Background: an optimization exercise with open tools, aiming at small area. Do not read the settings as production practice.
In this exercise RTL edits were held to simulation tests only and were not proved equivalent to the original.
The clock port is modelled as an ideal driver; clocking choices that lean on that would not hold on a real chip.
Power and IR drop assume default switching activity.

## run 1
==> flow/design.v <==
package calsoc_pkg;
	typedef logic [31:0] wb_addr_t;
	typedef logic [31:0] wb_data_t;
	typedef logic [3:0]  wb_sel_t;
	typedef logic [15:0] dac_word_t;
	typedef logic [9:0]  delay_code_t;
	typedef logic [7:0]  mu_offset_t;
	localparam wb_addr_t RAM_BASE = 32'h0000_0000;
	localparam wb_addr_t RAM_MASK = 32'hFF00_0000;
	localparam wb_addr_t MU_BASE  = 32'h0500_0000;
	localparam wb_addr_t MU_MASK  = 32'hFF00_0000;
	localparam int RAM_WORDS = 256;
	localparam int DAC_SPI_CLK_DIV    = 10;
	localparam int DAC_DIV_W          = $clog2(DAC_SPI_CLK_DIV);
	localparam int DAC_SETTLE_CYCLES  = 3;
	localparam int STROBE_HOLD_CYCLES = 5;
	localparam mu_offset_t MU_CTRL       = 8'h00;
	localparam mu_offset_t MU_STATUS     = 8'h04;
	localparam mu_offset_t MU_THR_START  = 8'h08;
	localparam mu_offset_t MU_THR_DELTA  = 8'h0C;
	localparam mu_offset_t MU_STEP_LIMIT = 8'h10;
	localparam mu_offset_t MU_DELAY_CODE = 8'h14;
	localparam mu_offset_t MU_RESULT     = 8'h18;
endpackage
`timescale 1ns/1ps
module dac_spi (
	input  calsoc_pkg::dac_word_t word_i,
	input  logic [3:0]            bit_i,
	output logic                  dac_sdi_o
);
	assign dac_sdi_o = word_i[~bit_i];
endmodule
`timescale 1ns/1ps
module measure_unit (
	input  logic                    wb_clk_i,
	input  logic                    rst_n_i,
	input  logic                    cmp_out_i,
	input  logic                    bus_cyc,
	input  logic                    bus_stb,
	input  logic                    bus_we,
	input  calsoc_pkg::wb_addr_t    bus_adr,
	input  calsoc_pkg::wb_data_t    bus_dat_w,
	input  calsoc_pkg::wb_sel_t     bus_sel,
	output calsoc_pkg::wb_data_t    bus_dat_r,
	output logic                    bus_ack,
	output logic                    dac_sync_o,
	output logic                    dac_sclk_o,
	output logic                    dac_sdi_o,
	output calsoc_pkg::delay_code_t delay_code_o,
	output logic                    delay_stb_o
);
	calsoc_pkg::dac_word_t   thr_start_q, thr_delta_q, thr_q, result_q;
	logic [15:0]             limit_q, step_q;
	calsoc_pkg::delay_code_t delay_code_q;
	logic                    start_vld_q, delta_vld_q, limit_vld_q, result_vld_q;
	logic                    found_q, done_q, ack_q;
	logic                    shift_q, post_q, strobed_q;
	logic [3:0]              cnt_q;
	logic [4:0]              hp_q;
	logic [2:0]              stat_q;
	logic                    sel_start_q, sel_delta_q, sel_limit_q, sel_code_q, sel_result_q;
	logic                    access, bus_wr, start_req, busy, last_step, next_step, limit_zero;
	logic                    wr_start, wr_delta, wr_limit;
	calsoc_pkg::mu_offset_t  offset;
	assign offset    = bus_adr[7:0];
	assign access    = bus_cyc && bus_stb && !ack_q;
	assign bus_wr    = access && bus_we;
	assign start_req = bus_wr && (offset == calsoc_pkg::MU_CTRL) && bus_dat_w[0];
	assign busy      = shift_q || post_q;
	assign wr_start = bus_wr && (offset == calsoc_pkg::MU_THR_START);
	assign wr_delta = bus_wr && (offset == calsoc_pkg::MU_THR_DELTA);
	assign wr_limit = bus_wr && (offset == calsoc_pkg::MU_STEP_LIMIT);
	always_ff @(posedge wb_clk_i or negedge rst_n_i) begin
		if (!rst_n_i) begin
			delay_code_q <= '0;
			ack_q        <= 1'b0;
			start_vld_q  <= 1'b0;
			delta_vld_q  <= 1'b0;
			limit_vld_q  <= 1'b0;
		end else begin
			ack_q <= access;
			if (bus_wr && offset == calsoc_pkg::MU_DELAY_CODE)
				delay_code_q <= bus_dat_w[9:0];
			if (wr_start) start_vld_q <= 1'b1;
			if (wr_delta) delta_vld_q <= 1'b1;
			if (wr_limit) limit_vld_q <= 1'b1;
		end
	end
	always_ff @(posedge wb_clk_i) begin
		if (wr_start) thr_start_q <= bus_dat_w[15:0];
		if (wr_delta) thr_delta_q <= bus_dat_w[15:0];
		if (wr_limit) limit_q     <= bus_dat_w[15:0];
	end
	always_ff @(posedge wb_clk_i) begin
		sel_start_q  <= (offset == calsoc_pkg::MU_THR_START) && start_vld_q;
		sel_delta_q  <= (offset == calsoc_pkg::MU_THR_DELTA) && delta_vld_q;
		sel_limit_q  <= (offset == calsoc_pkg::MU_STEP_LIMIT) && limit_vld_q;
		sel_code_q   <= (offset == calsoc_pkg::MU_DELAY_CODE);
		sel_result_q <= (offset == calsoc_pkg::MU_RESULT);
		stat_q <= (offset == calsoc_pkg::MU_STATUS) ? {done_q, found_q, busy} : 3'd0;
	end
	always_comb begin
		bus_dat_r = {16'd0,
			({16{sel_start_q}}  & thr_start_q) |
			({16{sel_delta_q}}  & thr_delta_q) |
			({16{sel_limit_q}}  & limit_q) |
			({16{sel_result_q && result_vld_q}} & result_q) |
			{6'd0, {10{sel_code_q}} & delay_code_q} |
			{13'd0, stat_q}};
	end
	assign bus_ack = ack_q;
	assign last_step  = (step_q == limit_q);
	assign limit_zero = !limit_vld_q || (limit_q == '0);
	assign next_step  = post_q && (cnt_q == 4'd9);
	always_ff @(posedge wb_clk_i or negedge rst_n_i) begin
		if (!rst_n_i) begin
			shift_q      <= 1'b0;
			post_q       <= 1'b0;
			hp_q         <= '0;
			found_q      <= 1'b0;
			done_q       <= 1'b0;
			strobed_q    <= 1'b0;
			result_vld_q <= 1'b0;
		end else begin
			strobed_q <= post_q && (cnt_q == 4'd8);
			if (strobed_q)
				result_vld_q <= 1'b1;
			if (shift_q) begin
				if (cnt_q == 4'd9) begin
					hp_q <= hp_q + 5'd1;
					if (hp_q == 5'd31) begin
						shift_q <= 1'b0;
						post_q  <= 1'b1;
					end
				end
			end else if (post_q) begin
				if (cnt_q == 4'd8 && cmp_out_i) begin
					found_q <= 1'b1;
					done_q  <= 1'b1;
					post_q  <= 1'b0;
				end
				if (cnt_q == 4'd9 && last_step) begin
					done_q <= 1'b1;
					post_q <= 1'b0;
				end
				if (cnt_q == 4'd10) begin
					post_q  <= 1'b0;
					shift_q <= 1'b1;
				end
			end else if (start_req) begin
				found_q <= 1'b0;
				done_q  <= limit_zero;
				post_q  <= !limit_zero;
			end
		end
	end
	calsoc_pkg::dac_word_t add_a, add_b, thr_sum;
	logic [16:0]           add_c;
	assign add_a    = busy ? thr_q : 16'd0;
	assign add_b    = busy ? ((next_step && delta_vld_q) ? thr_delta_q : 16'd0)
	                       : (start_vld_q ? thr_start_q : 16'd0);
	assign add_c[0] = 1'b0;
	for (genvar i = 0; i < 16; i++) begin : g_add
		assign thr_sum[i]  = add_a[i] ^ add_b[i] ^ add_c[i];
		assign add_c[i+1]  = (add_a[i] & add_b[i]) | (add_c[i] & (add_a[i] ^ add_b[i]));
	end
	logic [15:0] step_inc;
	logic [16:0] inc_c;
	assign inc_c[0] = next_step;
	for (genvar i = 0; i < 16; i++) begin : g_inc
		assign step_inc[i] = step_q[i] ^ inc_c[i];
		assign inc_c[i+1]  = step_q[i] & inc_c[i];
	end
	always_ff @(posedge wb_clk_i) begin
		if (strobed_q)
			result_q <= thr_q;
		if (!busy || cnt_q == 4'd10 || (shift_q && cnt_q == 4'd9))
			cnt_q <= busy ? 4'd0 : 4'd10;
		else
			cnt_q <= cnt_q + 4'd1;
		thr_q  <= thr_sum;
		step_q <= busy ? step_inc : 16'd1;
	end
	assign dac_sync_o   = !shift_q;
	assign dac_sclk_o   = hp_q[0];
	assign delay_stb_o  = post_q && (cnt_q >= 4'd4) && (cnt_q <= 4'd8);
	assign delay_code_o = delay_code_q;
	dac_spi u_dac_spi (
		.word_i    (thr_q),
		.bit_i     (hp_q[4:1]),
		.dac_sdi_o (dac_sdi_o)
	);
endmodule
==> flow/config.mk <==
export PLATFORM = sky130hd
export DESIGN_NAME = measure_unit
export DESIGN_NICKNAME = measure_unit
export VERILOG_FILES = /design/flow/design.v
export SDC_FILE = /design/flow/constraint.sdc
export NUM_CORES = 4
export LEC_CHECK = 0
export CAP_MARGIN = 20
export CORE_MARGIN = 2
export CORE_UTILIZATION = 80
export PLACE_DENSITY = 0.88
export SLEW_MARGIN = 20
==> flow/constraint.sdc <==
create_clock -name core_clock -period 10.0 [get_ports {wb_clk_i}]
set_input_delay 2.0000 -clock core_clock [delete_from_list [all_inputs] [get_ports {wb_clk_i}]]
set_output_delay 2.0000 -clock core_clock [all_outputs]
set_load 0.01 [all_outputs]
standard.sh (not shown) runs the stock make flow with config.mk's settings and CLKGATE_MAP_FILE= SYNTH_SCRIPT=/design/flow/synth_recipe.tcl, a recipe that flattens the netlist after the stock synthesis.
==> flow/flow/run.sh <==
#!/bin/bash
# Standard ORFS flow (the standard.sh, unchanged synthesis) with smaller
# port buffers, one shared tie cell per constant and a lighter clock tree:
# clkbuf_4 leaves, the ones whose flip-flops would see a slow clock edge
# upsized to clkbuf_8 afterwards (flow/post_cts.tcl).
set -euo pipefail
HERE=$(pwd)
bash standard.sh \
  BUFFER_PORTS_ARGS="-buffer_cell sky130_fd_sc_hd__buf_1" \
  SKIP_REPAIR_TIE_FANOUT=1 \
  CTS_ARGS="-sink_clustering_enable -buf_list sky130_fd_sc_hd__clkbuf_4 -root_buf sky130_fd_sc_hd__clkbuf_4 -dont_use_dummy_load -repair_clock_nets" \
  POST_CTS_TCL="$HERE/flow/post_cts.tcl" \
  POST_FLOORPLAN_TCL="$HERE/flow/post_floorplan.tcl" \
  finish > standard.log 2>&1
==> flow/flow/post_floorplan.tcl <==
# After floorplan: swap each logic cell for the smallest-area cell of the same
# family (same function, e.g. mux4_1 -> mux4_2, nand2_4 -> nand2_1). Any slew or
# timing need this creates is fixed by the repairs later in the flow.
set db [ord::get_db]
set masters {}
foreach lib [$db getLibs] { foreach m [$lib getMasters] { lappend masters $m } }
proc fam {name} { if {[regexp {^(sky130_fd_sc_hd__.+)_(\d+)$} $name -> b d]} { return $b } ; return "" }
array set best {}
foreach m $masters {
  set n [$m getName]
  set f [fam $n]
  if {$f eq ""} continue
  if {[lsearch -exact $::env(DONT_USE_CELLS) $n] >= 0} continue
  set a [expr {[$m getWidth] * [$m getHeight]}]
  if {![info exists best($f)] || $a < [lindex $best($f) 1]} { set best($f) [list $m $a] }
}
set n_sw 0
set saved 0
foreach inst [[ord::get_db_block] getInsts] {
  set m [$inst getMaster]
  set n [$m getName]
  if {[regexp {__(df|edf|sdf|dl|clk|buf|conb|tap|fill|decap)} $n]} continue
  set f [fam $n]
  if {$f eq "" || ![info exists best($f)]} continue
  set bm [lindex $best($f) 0]
  set a [expr {[$m getWidth] * [$m getHeight]}]
  if {[lindex $best($f) 1] < $a} {
    $inst swapMaster $bm
    incr n_sw
    set saved [expr {$saved + $a - [lindex $best($f) 1]}]
  }
}
puts "post_floorplan: swapped $n_sw cells, [expr {$saved / 1e6}] um2 less"
Other scripts of this flow, unchanged in this note and not shown: flow/flow/post_cts.tcl
Modified inputs, run 2 compared to run 1
- changing CORE_UTILIZATION from 80 to 40
- removing PLACE_DENSITY (formerly 0.88)
==> flow/flow/run.sh <==
#!/bin/bash
# Standard ORFS flow (the standard.sh, unchanged synthesis) with smaller
# port buffers, one shared tie cell per constant and a lighter clock tree:
# clkbuf_4 leaves, the ones whose flip-flops would see a slow clock edge
# upsized to clkbuf_8 afterwards (flow/post_cts.tcl).
set -euo pipefail
HERE=$(pwd)
bash standard.sh \
  BUFFER_PORTS_ARGS="-buffer_cell sky130_fd_sc_hd__buf_1" \
  SKIP_REPAIR_TIE_FANOUT=1 \
  CTS_ARGS="-sink_clustering_enable -buf_list sky130_fd_sc_hd__clkbuf_4 -root_buf sky130_fd_sc_hd__clkbuf_8 -dont_use_dummy_load -repair_clock_nets" \
  POST_CTS_TCL="$HERE/flow/post_cts.tcl" \
  finish > standard.log 2>&1
removed: flow/flow/post_floorplan.tcl
--- outcome ---
In terms of sequential power, run 2 and run 1 differ only marginally. Diff run 2 and run 1: worst setup timing slack at the placement stage higher in run 1. Between run 2 and run 1, the minimum period implied by the final worst setup slack is lower for run 1.
What run 3 does differently from run 2 at the input level:
- PLACE_DENSITY newly set to 0.8
- CORE_UTILIZATION changed from 40 to 70
-- flow/flow/run.sh --
<<< run 2, line 11
  CTS_ARGS="-sink_clustering_enable -buf_list sky130_fd_sc_hd__clkbuf_4 -root_buf sky130_fd_sc_hd__clkbuf_8 -dont_use_dummy_load -repair_clock_nets" \
  POST_CTS_TCL="$HERE/flow/post_cts.tcl" \
  finish > standard.log 2>&1
>>> run 3, line 11
  CTS_ARGS="-sink_clustering_enable -buf_list sky130_fd_sc_hd__clkbuf_4 -root_buf sky130_fd_sc_hd__clkbuf_8 -dont_use_dummy_load -repair_clock_nets" \
  POST_CTS_TCL="$HERE/flow/post_cts.tcl" \
  POST_FLOORPLAN_TCL="$HERE/flow/post_floorplan.tcl" \
  finish > standard.log 2>&1
==> flow/flow/post_floorplan.tcl (new file) <==
# After floorplan: swap each logic cell for the smallest-area cell of the same
# family (same function, e.g. mux4_1 -> mux4_2, nand2_4 -> nand2_1). Any slew or
# timing need this creates is fixed by the repairs later in the flow.
set db [ord::get_db]
set masters {}
foreach lib [$db getLibs] { foreach m [$lib getMasters] { lappend masters $m } }
proc fam {name} { if {[regexp {^(sky130_fd_sc_hd__.+)_(\d+)$} $name -> b d]} { return $b } ; return "" }
array set best {}
foreach m $masters {
  set n [$m getName]
  set f [fam $n]
  if {$f eq ""} continue
  if {[lsearch -exact $::env(DONT_USE_CELLS) $n] >= 0} continue
  set a [expr {[$m getWidth] * [$m getHeight]}]
  if {![info exists best($f)] || $a < [lindex $best($f) 1]} { set best($f) [list $m $a] }
}
set n_sw 0
set saved 0
foreach inst [[ord::get_db_block] getInsts] {
  set m [$inst getMaster]
  set n [$m getName]
  if {[regexp {__(df|edf|sdf|dl|clk|buf|conb|tap|fill|decap)} $n]} continue
  set f [fam $n]
  if {$f eq "" || ![info exists best($f)]} continue
  set bm [lindex $best($f) 0]
  set a [expr {[$m getWidth] * [$m getHeight]}]
  if {[lindex $best($f) 1] < $a} {
    $inst swapMaster $bm
    incr n_sw
    set saved [expr {$saved + $a - [lindex $best($f) 1]}]
  }
}
puts "post_floorplan: swapped $n_sw cells, [expr {$saved / 1e6}] um2 less"
Results
- On post-synthesis to final-layout area growth, the lower figure sits with run 3, not run 2.
- Diff run 2 -> run 3: vias per cell now sits higher; sequential share of layout area +1.1 points.
- Reported for run 3 and run 2, number of multi-input combinational cells turned out identical to the last digit.
- Run 3 packs its core more tightly than run 2.
- Going from run 2 to run 3, number of cells on the critical path shrank by a few percent.
--- input diff run 3..run 4 ---
-- flow/flow/run.sh --
<<< run 3, line 11
  CTS_ARGS="-sink_clustering_enable -buf_list sky130_fd_sc_hd__clkbuf_4 -root_buf sky130_fd_sc_hd__clkbuf_8 -dont_use_dummy_load -repair_clock_nets" \
  POST_CTS_TCL="$HERE/flow/post_cts.tcl" \
  POST_FLOORPLAN_TCL="$HERE/flow/post_floorplan.tcl" \
  finish > standard.log 2>&1
>>> run 4, line 11
  CTS_ARGS="-sink_clustering_enable -buf_list sky130_fd_sc_hd__clkbuf_4 -root_buf sky130_fd_sc_hd__clkbuf_8 -dont_use_dummy_load -repair_clock_nets" \
  POST_CTS_TCL="$HERE/flow/post_cts.tcl" \
  finish > standard.log 2>&1
removed: flow/flow/post_floorplan.tcl
[summary]
- Delta(net switching power of the design, run 4 - run 3) < 0
- First-iteration DRC count sits higher in run 4 than in run 3.
- Looking only at met2 layer wire length in the routed design, and setting everything else aside, the lower value of run 4 and run 3 goes to run 4.

==> separate check: timing with driven ports <==
In the flow no input, the clock included, has a driving cell. The finished layouts below were timed again as built, in two steps.
Step 1: set_driving_cell puts a clkbuf_16 on wb_clk_i and a buf_2 on each other input, an assumption about the parent block.
Step 2, shift: input delay + t, output delay - t, t = (earliest + latest rising clock arrival at the registers) / 2. This alone moves slack from input paths to output paths.
a / b / c = ideal ports / drivers / drivers and shift; a / b = the first two.
run	t, ns	setup slack, ns	cell pins on the clock port's net
run 1	0.440	2.407 / 2.407 / 2.407	1
run 2	0.462	2.397 / 2.397 / 2.397	1
run 3	0.421	2.370 / 2.370 / 2.370	1
run 4	0.429	2.488 / 2.488 / 2.488	1
After both steps every run listed still meets setup and hold.
